This design comes from an exercise in tuning for small area on the open sky130 flow, not from production work. Function was checked by simulation only, so behaviour that the tests miss may differ from the original. No activity file was given, so power comes from the tool's default toggle rates.

## main
==> flow/design.v (excerpt) <==
module convPoolTop (
    input  logic        clk,
    input  logic        rst,
    input  logic        pixValid,
    input  logic [7:0]  pix,
    input  logic        coefWrite,
    input  logic [3:0]  coefAddr,
    input  logic [15:0] coefData,
    output logic        poolValid,
    output logic [20:0] pool
);
    logic        winValid;
    logic [71:0] win;
    logic        convValid;
    logic [18:0] convValue;
    logic        convXodd, convYodd, poolLast;
    lineWindow uLineWindow (
        .clk      (clk),
        .rst      (rst),
        .pixValid (pixValid),
        .pix      (pix),
        .winValid (winValid),
        .win      (win),
        .convXodd (convXodd),
        .convYodd (convYodd),
        .poolLast (poolLast)
    );
    convMac uConvMac (
        .clk       (clk),
        .rst       (rst),
        .coefWrite (coefWrite),
        .coefAddr  (coefAddr),
        .coefData  (coefData),
        .winValid  (winValid),
        .win       (win),
        .convValid (convValid),
        .convValue (convValue)
    );
    maxPool uMaxPool (
        .clk       (clk),
        .rst       (rst),
        .convValid (convValid),
        .convValue (convValue),
        .convXodd  (convXodd),
        .convYodd  (convYodd),
        .poolLast  (poolLast),
        .poolValid (poolValid),
        .pool      (pool)
    );
endmodule
Size: about 54 I/O pins, roughly 23,000 µm² of cells after synthesis.
Settings: LEC_CHECK=0, ABC_AREA=1, CAP_MARGIN=20, CORE_MARGIN=2, CORE_UTILIZATION=65, CTS_BUF_LIST=sky130_fd_sc_hd__clkbuf_16, CTS_CLUSTER_DIAMETER=100, CTS_CLUSTER_SIZE=30, PLACE_DENSITY=0.75, SLEW_MARGIN=20; clock period 7.5 ns.
standard.sh (not shown) runs the stock make flow with config.mk's settings and CLKGATE_MAP_FILE= SYNTH_SCRIPT=/design/flow/synth_recipe.tcl, a recipe that flattens the netlist after the stock synthesis.
==> flow/flow/run.sh <==
#!/bin/bash
# Standard synthesis, then the combinational logic mapped again for area
# (flip-flops kept as synthesis made them), then the standard layout.
set -euo pipefail
R=orfs/results/${FLOW_PLATFORM}/convPoolTop/base
LIB=${FLOW_HOME}/platforms/${FLOW_PLATFORM}/lib/sky130_fd_sc_hd__tt_025C_1v80.lib
bash standard.sh synth > synth.log 2>&1
cp $R/1_2_yosys.v std_1_2_yosys.v
python3 flow/netopt.py $LIB std_1_2_yosys.v opt.v > netopt.log 2>&1
DU=""
for c in $(cat flow/dont_use.txt); do DU="$DU -dont_use $c"; done
cat > remap.ys <<EOS
read_liberty -lib $LIB
read_verilog opt.v
hierarchy -top ${FLOW_TOP}
proc; opt_clean
techmap
opt -fast
abc -liberty $LIB $DU -script flow/remap.abc
opt_clean -purge
hilomap -singleton -hicell sky130_fd_sc_hd__conb_1 HI -locell sky130_fd_sc_hd__conb_1 LO
splitnets
opt_clean -purge
insbuf -buf sky130_fd_sc_hd__buf_4 A X
write_verilog -noattr -noexpr -nohex -nodec remap.v
stat -liberty $LIB
EOS
yosys -s remap.ys > remap.log 2>&1
cp remap.v $R/1_2_yosys.v
rm -f $R/1_synth.odb $R/1_synth.sdc
bash standard.sh "BUFFER_PORTS_ARGS=-buffer_cell sky130_fd_sc_hd__buf_1" "CTS_ARGS=-sink_clustering_enable -repair_clock_nets -dont_use_dummy_load -sink_clustering_size 28 -sink_clustering_max_diameter 100 -buf_list sky130_fd_sc_hd__clkbuf_16" finish > layout.log 2>&1
Other scripts of this flow, unchanged in this note and not shown: flow/flow/dont_use.txt, flow/flow/netopt.py, flow/flow/remap.abc
diff inputs: main => the feature branch
--- a/flow/design.v
+++ b/flow/design.v
@@ -6,17 +6,17 @@
     input  logic [7:0]  pix,
     output logic        winValid,
     output logic [71:0] win,
     output logic        convXodd,
     output logic        convYodd,
     output logic        poolLast
 );
     localparam int imgSize = 8;
-    logic [8*18-1:0] histN;
+    logic [8*18-1:0] hist;
     logic [8*19-1:0] taps;
     logic [2:0] row;
     logic [2:0] col;
     assign winValid = pixValid && row >= 3'd2 && col >= 3'd2;
     assign convXodd = !col[0];
     assign convYodd = row[0] ^ (col == 3'd0);
     assign poolLast = row == 3'd0;
     always_ff @(posedge clk) begin
@@ -26,19 +26,19 @@
         end else begin
             if (pixValid) begin
                 col <= col + 1'b1;
                 if (col == 3'(imgSize - 1)) row <= row + 1'b1;
             end
         end
     end
     always_ff @(posedge clk) begin
-        if (pixValid) histN <= {histN[8*17-1:0], ~pix};
+        if (pixValid) hist <= {hist[8*17-1:0], pix};
     end
-    assign taps = {~histN, pix};
+    assign taps = {hist, pix};
     always_comb begin
         for (int i = 0; i < 3; i++) begin
             for (int j = 0; j < 3; j++) begin
                 win[(i*3+j)*8 +: 8] = taps[((2-i)*8 + (2-j))*8 +: 8];
             end
         end
     end
 endmodule
@@ -1918,24 +1918,17 @@
     assign fc351 = (fc345 & fc346) | (fc345 & fc347) | (fc346 & fc347);
     assign fs352 = fc348 ^ fs351 ^ fc349;
     assign fc352 = (fc348 & fs351) | (fc348 & fc349) | (fs351 & fc349);
     assign rowA = {1'b1, fc351, fs352, fs350, fs344, fc319, fs319, fc276, fs276, fs247, fs215, fs179, fs143, fs107, fs80, fs53, fs35, fs17, fs8};
     assign rowB = {1'b0, fc352, fc350, 1'b0, fc333, fs333, fc299, fs299, fc247, 1'b0, fc179, 1'b0, 1'b0, 1'b0, 1'b0, 1'b0, 1'b0, 1'b0, 1'b0};
     logic [7:0] carryBits;
     assign carryBits = {rowB[17], rowB[16], rowB[14], rowB[13], rowB[12], rowB[11], rowB[10], rowB[8]};
     assign sumA[18] = 1'b1;
-    logic [19:0] cpaC;
-    assign cpaC[0] = 1'b0;
-    always_comb begin
-        for (int j = 0; j < 19; j++) begin
-            convValue[j] = sumA[j] ^ sumB[j] ^ cpaC[j];
-            cpaC[j+1] = (sumA[j] & sumB[j]) | (sumA[j] & cpaC[j]) | (sumB[j] & cpaC[j]);
-        end
-    end
+    assign convValue = sumA + sumB;
     logic [8-1:0] sumBBits;
     always_ff @(posedge clk) sumBBits <= carryBits;
     always_comb begin
         sumB = '0;
         sumB[8] = sumBBits[0];
         sumB[10] = sumBBits[1];
         sumB[11] = sumBBits[2];
         sumB[12] = sumBBits[3];
@@ -1962,40 +1955,31 @@
     input  logic        convYodd,
     input  logic        poolLast,
     output logic        poolValid,
     output logic [20:0] pool
 );
     logic signed [18:0] acc;
     logic signed [18:0] upper0, upper1;
     logic signed [18:0] other;
-    logic [19:0] cmpC;
-    logic        otherGreater;
-    always_comb begin
-        cmpC[0] = 1'b1;
-        for (int j = 0; j < 19; j++) begin
-            cmpC[j+1] = (convValue[j] & !other[j]) | (convValue[j] & cmpC[j]) | (!other[j] & cmpC[j]);
-        end
-        otherGreater = convValue[18] ^ !other[18] ^ cmpC[19];
-    end
     always_comb begin
         other = convXodd ? acc : upper0;
     end
     always_ff @(posedge clk) begin
         if (rst) poolValid <= 1'b0;
         else     poolValid <= convValid && convXodd && convYodd;
     end
     always_ff @(posedge clk) begin
         if (convValid) begin
             if (!convXodd) begin
                 upper0 <= upper1;
                 upper1 <= acc;
             end
             if (!convXodd && !convYodd) acc <= convValue;
-            else if (otherGreater) acc <= other;
+            else if (other > $signed(convValue)) acc <= other;
             else acc <= convValue;
         end
     end
     assign pool = {acc[18], acc, poolLast};
 endmodule
 `timescale 1ns/1ps
 module convPoolTop (
     input  logic        clk,
Findings:
The feature branch reached the end of the flow, and the finished layout is clean on the timing, DRC and antenna checks.
Between main and the feature branch, layout-stage area growth over the synthesis result decreased.
Changes observed in the feature branch relative to main: maximum frequency higher, total track usage roughly the same.
The run showing the smaller post-route total power is the feature branch.
Comparing the two runs side by side, the feature branch comes out behind main on via count.
Going from main to the feature branch, cell area reported after detailed placement now larger; post-route cell area now larger.
From main to the feature branch the numbers moved as follows: synthesized cell count went up by 116, sequential share of layout area saw a decrease.

---

Another version of the RTL of convPoolTop (not shown whole).
Size in the first run: about 1800 cells after synthesis, ~23000 sq um of cells after synthesis.
==> module lineWindow, before the edit <==
module lineWindow (
    input  logic        clk,
    input  logic        rst,
    input  logic        pixValid,
    input  logic [7:0]  pix,
    output logic        winValid,
    output logic [71:0] win,
    output logic        convXodd,
    output logic        convYodd,
    output logic        poolLast
);
    localparam int imgSize = 8;
    logic [8*18-1:0] histN;
    logic [8*19-1:0] taps;
    logic [2:0] row;
    logic [2:0] col;
    assign winValid = pixValid && row >= 3'd2 && col >= 3'd2;
    assign convXodd = !col[0];
    assign convYodd = row[0] ^ (col == 3'd0);
    assign poolLast = row == 3'd0;
    always_ff @(posedge clk) begin
        if (rst) begin
            row <= '0;
            col <= '0;
        end else begin
            if (pixValid) begin
                col <= col + 1'b1;
                if (col == 3'(imgSize - 1)) row <= row + 1'b1;
            end
        end
    end
    always_ff @(posedge clk) begin
        if (pixValid) histN <= {histN[8*17-1:0], ~pix};
    end
    assign taps = {~histN, pix};
    always_comb begin
        for (int i = 0; i < 3; i++) begin
            for (int j = 0; j < 3; j++) begin
                win[(i*3+j)*8 +: 8] = taps[((2-i)*8 + (2-j))*8 +: 8];
            end
        end
    end
endmodule
export LEC_CHECK = 0
export ABC_AREA = 1
export CAP_MARGIN = 20
export CORE_MARGIN = 2
export CORE_UTILIZATION = 65
export CTS_BUF_LIST = sky130_fd_sc_hd__clkbuf_16
export CTS_CLUSTER_DIAMETER = 100
export CTS_CLUSTER_SIZE = 30
export PLACE_DENSITY = 0.75
export SLEW_MARGIN = 20
create_clock -name core_clock -period 7.5 [get_ports {clk}]
Scripts as last shown in full above: flow/flow/run.sh
Other scripts of this flow, unchanged in this note and not shown: flow/flow/dont_use.txt, flow/flow/netopt.py, flow/flow/remap.abc
Change:
--- a/flow/design.v
+++ b/flow/design.v
@@ -10,9 +10,9 @@
     output logic        convYodd,
     output logic        poolLast
 );
     localparam int imgSize = 8;
-    logic [8*18-1:0] histN;
+    logic [8*18-1:0] hist;
     logic [8*19-1:0] taps;
     logic [2:0] row;
     logic [2:0] col;
     assign winValid = pixValid && row >= 3'd2 && col >= 3'd2;
@@ -30,11 +30,11 @@
             end
         end
     end
     always_ff @(posedge clk) begin
-        if (pixValid) histN <= {histN[8*17-1:0], ~pix};
+        if (pixValid) hist <= {hist[8*17-1:0], pix};
     end
-    assign taps = {~histN, pix};
+    assign taps = {hist, pix};
     always_comb begin
         for (int i = 0; i < 3; i++) begin
             for (int j = 0; j < 3; j++) begin
                 win[(i*3+j)*8 +: 8] = taps[((2-i)*8 + (2-j))*8 +: 8];
Outcome: The changed run completed without violations. Clock skew decreases by 8.2 ps. Maximum frequency is about the same. Flip-flop and latch count does not change. Area after synthesis barely changes. Cell count decreases by 0.80%. Non-clock buffer count decreases by 2. Register-to-register slack hardly moves. Sequential share of layout area increases by 0.11 points. Utilization barely changes. Clock power increases by about 0.7%. Total power increases by 6.5%. Sequential power barely changes. Design area is about the same. Die area barely changes.

## afterwards: timing with drivers on the ports
How much do the figures lean on ideal ports? The routed layouts below were timed once more, with nothing changed but the port constraints.
Step 1 (the two cells are an assumption about what drives the block):
set clk [get_ports {clk}]
set_driving_cell -lib_cell sky130_fd_sc_hd__clkbuf_16 $clk
set_driving_cell -lib_cell sky130_fd_sc_hd__buf_2 [delete_from_list [all_inputs] $clk]
Step 2, shift: input delay + t, output delay - t, t = (earliest + latest rising clock arrival at the registers) / 2. This alone moves slack from input paths to output paths.
Three values: ideal, step 1, step 2; two values: the first two.
run | t (ns) | setup WS [ns] | hold slack, ns
main | 0.570 | 0.518 / 0.518 / 0.518 | 0.388 / 0.388 / 0.388
the feature branch | 0.573 | 0.732 / 0.732 / 0.732 | 0.385 / 0.385 / 0.385
the first run of note 2 | 0.574 | 0.414 / 0.414 / 0.414 | 0.392 / 0.392 / 0.392
the second run of note 2 | 0.587 | 0.421 / 0.421 / 0.421 | 0.391 / 0.391 / 0.391
After both steps every run listed still meets setup and hold.
